This design comes from an exercise in tuning for small area, a short achievable clock period and few clock cycles per item on the open sky130 flow, not from production work. In this exercise RTL edits were held to simulation tests only and were not proved equivalent to the original. No activity file was given, so power comes from the tool's default toggle rates.

## old
Design bucketed_hash_set, start of the top module:
module bucketed_hash_set #(
    parameter int SLOTS = DEF_SLOTS_PER_BUCKET
) (
    input  logic             i_clk,
    input  logic             i_rst_n,
    input  logic             i_req_valid,
    output logic             o_req_ready,
    input  logic [CMD_W-1:0] i_req_command,
    input  logic [KEY_W-1:0] i_req_key,
    output logic             o_rsp_valid,
    input  logic             i_rsp_ready,
    output logic [STS_W-1:0] o_rsp_status
);
For scale: ~13000 cells after synthesis, ~41 I/O pins, roughly 180000 sq um of cells after synthesis.
==> flow/config.mk <==
export PLATFORM = sky130hd
export DESIGN_NAME = bucketed_hash_set
export DESIGN_NICKNAME = bucketed_hash_set
export VERILOG_FILES = /design/flow/design.v
export SDC_FILE = /design/flow/constraint.sdc
export NUM_CORES = 4
export LEC_CHECK = 0
export CAP_MARGIN = 20
export CORE_MARGIN = 2
export CORE_UTILIZATION = 40
export CTS_CLUSTER_DIAMETER = 100
export CTS_CLUSTER_SIZE = 20
export SETUP_SLACK_MARGIN = 5.0
export SLEW_MARGIN = 20
export SYNTH_MEMORY_MAX_BITS = 16384
==> flow/constraint.sdc <==
create_clock -name core_clock -period 8.5 [get_ports {i_clk}]
set_input_delay 1.7000 -clock core_clock [delete_from_list [all_inputs] [get_ports {i_clk}]]
set_output_delay 1.7000 -clock core_clock [all_outputs]
set_load 0.01 [all_outputs]
run.sh (not shown) runs the stock make flow with config.mk's settings and CLKGATE_MAP_FILE= SYNTH_SCRIPT=/design/flow/synth_recipe.tcl, a recipe that flattens the netlist after the stock synthesis.
Testbench counts of old, summed over its fixed seeds: cycles 24,216, items 24,000.
Edits applied to the flow inputs when going from old to new:
-- flow/design.v --
<<< old, line 67
    input  logic [4:0]       i_rd_row,
    input  logic [TAG_W-1:0] i_rd_tag,
    output logic [3*SLOTS-1:0] o_rd_part,
    output logic [SLOTS-1:0] o_rd_ovr,
    output logic [SLOTS-1:0] o_rd_oeq,
>>> new, line 67
    input  logic [4:0]       i_rd_row,
    input  logic [TAG_W-1:0] i_rd_tag,
    output logic [4*SLOTS-1:0] o_rd_part,
    output logic [SLOTS-1:0] o_rd_ovr,
    output logic [SLOTS-1:0] o_rd_oeq,
<<< old, line 99
    logic [SLOTS-1:0]       r_avail;
    logic [SLOTS-1:0]       w_avail_n;
    logic [SLOTS-1:0]       w_busy_n;
    logic                   w_free_n;
>>> new, line 99
    logic [SLOTS-1:0]       r_avail;
    logic [SLOTS-1:0]       w_avail_n;
    logic [SLOTS-1:0]       w_busy_old;
    logic [SLOTS-1:0]       w_busy_n;
    logic                   w_free_n;
<<< old, line 191
                w_free_n = 1'b1;
        end
        for (int p = 0; p < SLOTS; p++) begin
            if (w_new && w_new_ph == 3'(p)) w_busy_n[p] = 1'b1;
        end
        for (int j = 0; j < SLOTS; j++) begin
            w_avail_n[j] = w_free_n && !w_busy_n[3'(i_phase + 3'(7 - j))];
        end
    end
>>> new, line 192
                w_free_n = 1'b1;
        end
        w_busy_old = w_busy_n;
        for (int p = 0; p < SLOTS; p++) begin
            if (w_new && w_new_ph == 3'(p)) w_busy_n[p] = 1'b1;
        end
        for (int j = 0; j < SLOTS; j++) begin
            w_avail_n[j] = w_free_n && !w_busy_old[3'(i_phase + 3'(7 - j))]
                        && !(w_park && i_wr_pick[(j + SLOTS - 1) % SLOTS])
                        && !(w_drain && ovf_ph == 3'(i_phase + 3'(7 - j)));
        end
    end
<<< old, line 250
        for (int j = 0; j < SLOTS; j++) begin
            for (int g = 0; g < 3; g++) begin
                o_rd_part[3*j+g] = (w_rd_tags[j*TAG_W+9*g +: 9] == i_rd_tag[9*g +: 9]);
            end
            w_rph[j] = i_phase + 3'(7 - j);
        end
>>> new, line 254
        for (int j = 0; j < SLOTS; j++) begin
            for (int g = 0; g < 3; g++) begin
                o_rd_part[4*j+g] = (w_rd_tags[j*TAG_W+7*g +: 7] == i_rd_tag[7*g +: 7]);
            end
            o_rd_part[4*j+3] = (w_rd_tags[j*TAG_W+21 +: 6] == i_rd_tag[21 +: 6]);
            w_rph[j] = i_phase + 3'(7 - j);
        end
<<< old, line 393
    logic [ROW_N-1:0] b_sel;
    logic [4:0]       b_row;
    logic [3*SLOTS-1:0] b_part;
    logic [SLOTS-1:0] b_ovr, b_oeq;
    logic             b_fwd2, b_teq2;
    logic             s3_fwd2, s3_teq2;
    logic [3*SLOTS-1:0] w2_part;
    logic [SLOTS-1:0] wb_eq, wb_rv, wb_ovr, wb_oeq;
    logic [SLOTS-1:0] w3_pi2;
>>> new, line 398
    logic [ROW_N-1:0] b_sel;
    logic [4:0]       b_row;
    logic [4*SLOTS-1:0] b_part;
    logic [SLOTS-1:0] b_ovr, b_oeq;
    logic             b_fwd2, b_teq2;
    logic             s3_fwd2, s3_teq2;
    logic [4*SLOTS-1:0] w2_part;
    logic [SLOTS-1:0] wb_eq, wb_rv, wb_ovr, wb_oeq;
    logic [SLOTS-1:0] w3_pi2;
<<< old, line 404
    logic [TAG_W-1:0] w1_tag;
    logic [4:0]       w1_row;
    logic [SLOTS-1:0] w3_v, w3_eq;
    logic [STS_W-1:0] w3_status;
>>> new, line 409
    logic [TAG_W-1:0] w1_tag;
    logic [4:0]       w1_row;
    logic [4:0]       w1_nrow;
    logic [SLOTS-1:0] w3_v, w3_eq;
    logic [STS_W-1:0] w3_status;
<<< old, line 439
    );
    always_comb begin
        for (int i = 0; i < 8; i++)
            for (int j = 0; j < 3; j++)
                w1_sel[3*i+j] = (s1_key[2:0] == 3'(i)) && w1_m3[j];
        w1_row = {s1_key[2:0], w1_m3[2], w1_m3[1]};
        w1_tag = {s1_key[30:5], s1_key[4:3] == 2'd3};
    end
    always_ff @(posedge i_clk) begin
>>> new, line 445
    );
    always_comb begin
        w1_row = {s1_key[2:0], w1_m3[2], w1_m3[1]};
        w1_nrow = w_hold ? s2_row : w1_row;
        for (int i = 0; i < 8; i++)
            for (int j = 0; j < 3; j++)
                w1_sel[3*i+j] = (w1_nrow == {3'(i), 2'(j)});
        w1_tag = {s1_key[30:5], s1_key[4:3] == 2'd3};
    end
    always_ff @(posedge i_clk) begin
        s2_sel <= w1_sel;
    end
    always_ff @(posedge i_clk) begin
<<< old, line 454
            s2_cmd <= s1_cmd;
            s2_tag <= w1_tag;
            s2_sel <= w1_sel;
            s2_row <= w1_row;
        end
>>> new, line 464
            s2_cmd <= s1_cmd;
            s2_tag <= w1_tag;
            s2_row <= w1_row;
        end
<<< old, line 502
            b_teq2 <= (s2_tag == s3_tag);
        end else begin
            b_part <= {b_part[3*SLOTS-4:0], b_part[3*SLOTS-1 -: 3]};
            b_ovr  <= {b_ovr[SLOTS-2:0], b_ovr[SLOTS-1]};
            b_oeq  <= {b_oeq[SLOTS-2:0], b_oeq[SLOTS-1]};
>>> new, line 511
            b_teq2 <= (s2_tag == s3_tag);
        end else begin
            b_part <= {b_part[4*SLOTS-5:0], b_part[4*SLOTS-1 -: 4]};
            b_ovr  <= {b_ovr[SLOTS-2:0], b_ovr[SLOTS-1]};
            b_oeq  <= {b_oeq[SLOTS-2:0], b_oeq[SLOTS-1]};
<<< old, line 509
    always_comb begin
        for (int j = 0; j < SLOTS; j++) begin
            wb_eq[(j + 1) % SLOTS] = &b_part[3*j +: 3];
        end
        wb_ovr = {b_ovr[SLOTS-2:0], b_ovr[SLOTS-1]};
>>> new, line 518
    always_comb begin
        for (int j = 0; j < SLOTS; j++) begin
            wb_eq[(j + 1) % SLOTS] = &b_part[4*j +: 4];
        end
        wb_ovr = {b_ovr[SLOTS-2:0], b_ovr[SLOTS-1]};
old has a higher data required time at the worst endpoint than new. old ended up with sky130_fd_sc_hd__nor3_1 as its library cell contributing the largest single delay on the critical path; new ended up with sky130_fd_sc_hd__buf_4. Re initial antenna violation count: old was higher than new. On sequential power share, old and new are basically level. Source-to-sink clock delay at the later pin of the worst-skew pair delta (new -> old): insignificant. NOTE: global-route track usage on met2 in new exceeds that of old. old and new ended up with roughly the same share of the synthesized netlist area taken by xor and xnor gates. Note that the combinational power recorded for new amounts to 1.07 times the value seen in old. Combinational power share ends up lower on old. Per the comparison of new with old, gate count of the mapped netlist shows no meaningful change, total routed wirelength shows a reduction of 1.2%. Routed length on met1 in new is 5000 um below old. Sort old and new by first-pass GRT wire length desc -> top: old.
Testbench counts of new, summed over its fixed seeds: cycles 24,216, items 24,000.

==> separate check: timing with driven ports <==
Ports are ideal in the flow. The routed layouts listed here were re-timed in OpenROAD. Step 1 assumes that a clkbuf_16 drives the clock port and a buf_2 every other input. Step 2 times the ports against the registers' clock, not the clock port: input delays grow and output delays shrink by t, the midpoint of the rising clock arrivals with the driver on. Three values: ideal ports, drivers, drivers and shift; two values: the first two.
run | t, ns | slack for setup (ns) | worst hold slack (ns) | worst data-port slew with drivers (ns)
old | 1.108 | 4.929 / 4.929 / 4.130 | 0.320 / 0.320 / 0.320 | 0.04
new | 1.066 | 4.933 / 4.933 / 4.500 | 0.300 / 0.300 / 0.300 | 0.04
After both steps every run listed still meets setup and hold. For old, which loses most, drivers alone change the setup slack by 0.000 ns; drivers and shift together by -0.799 ns.
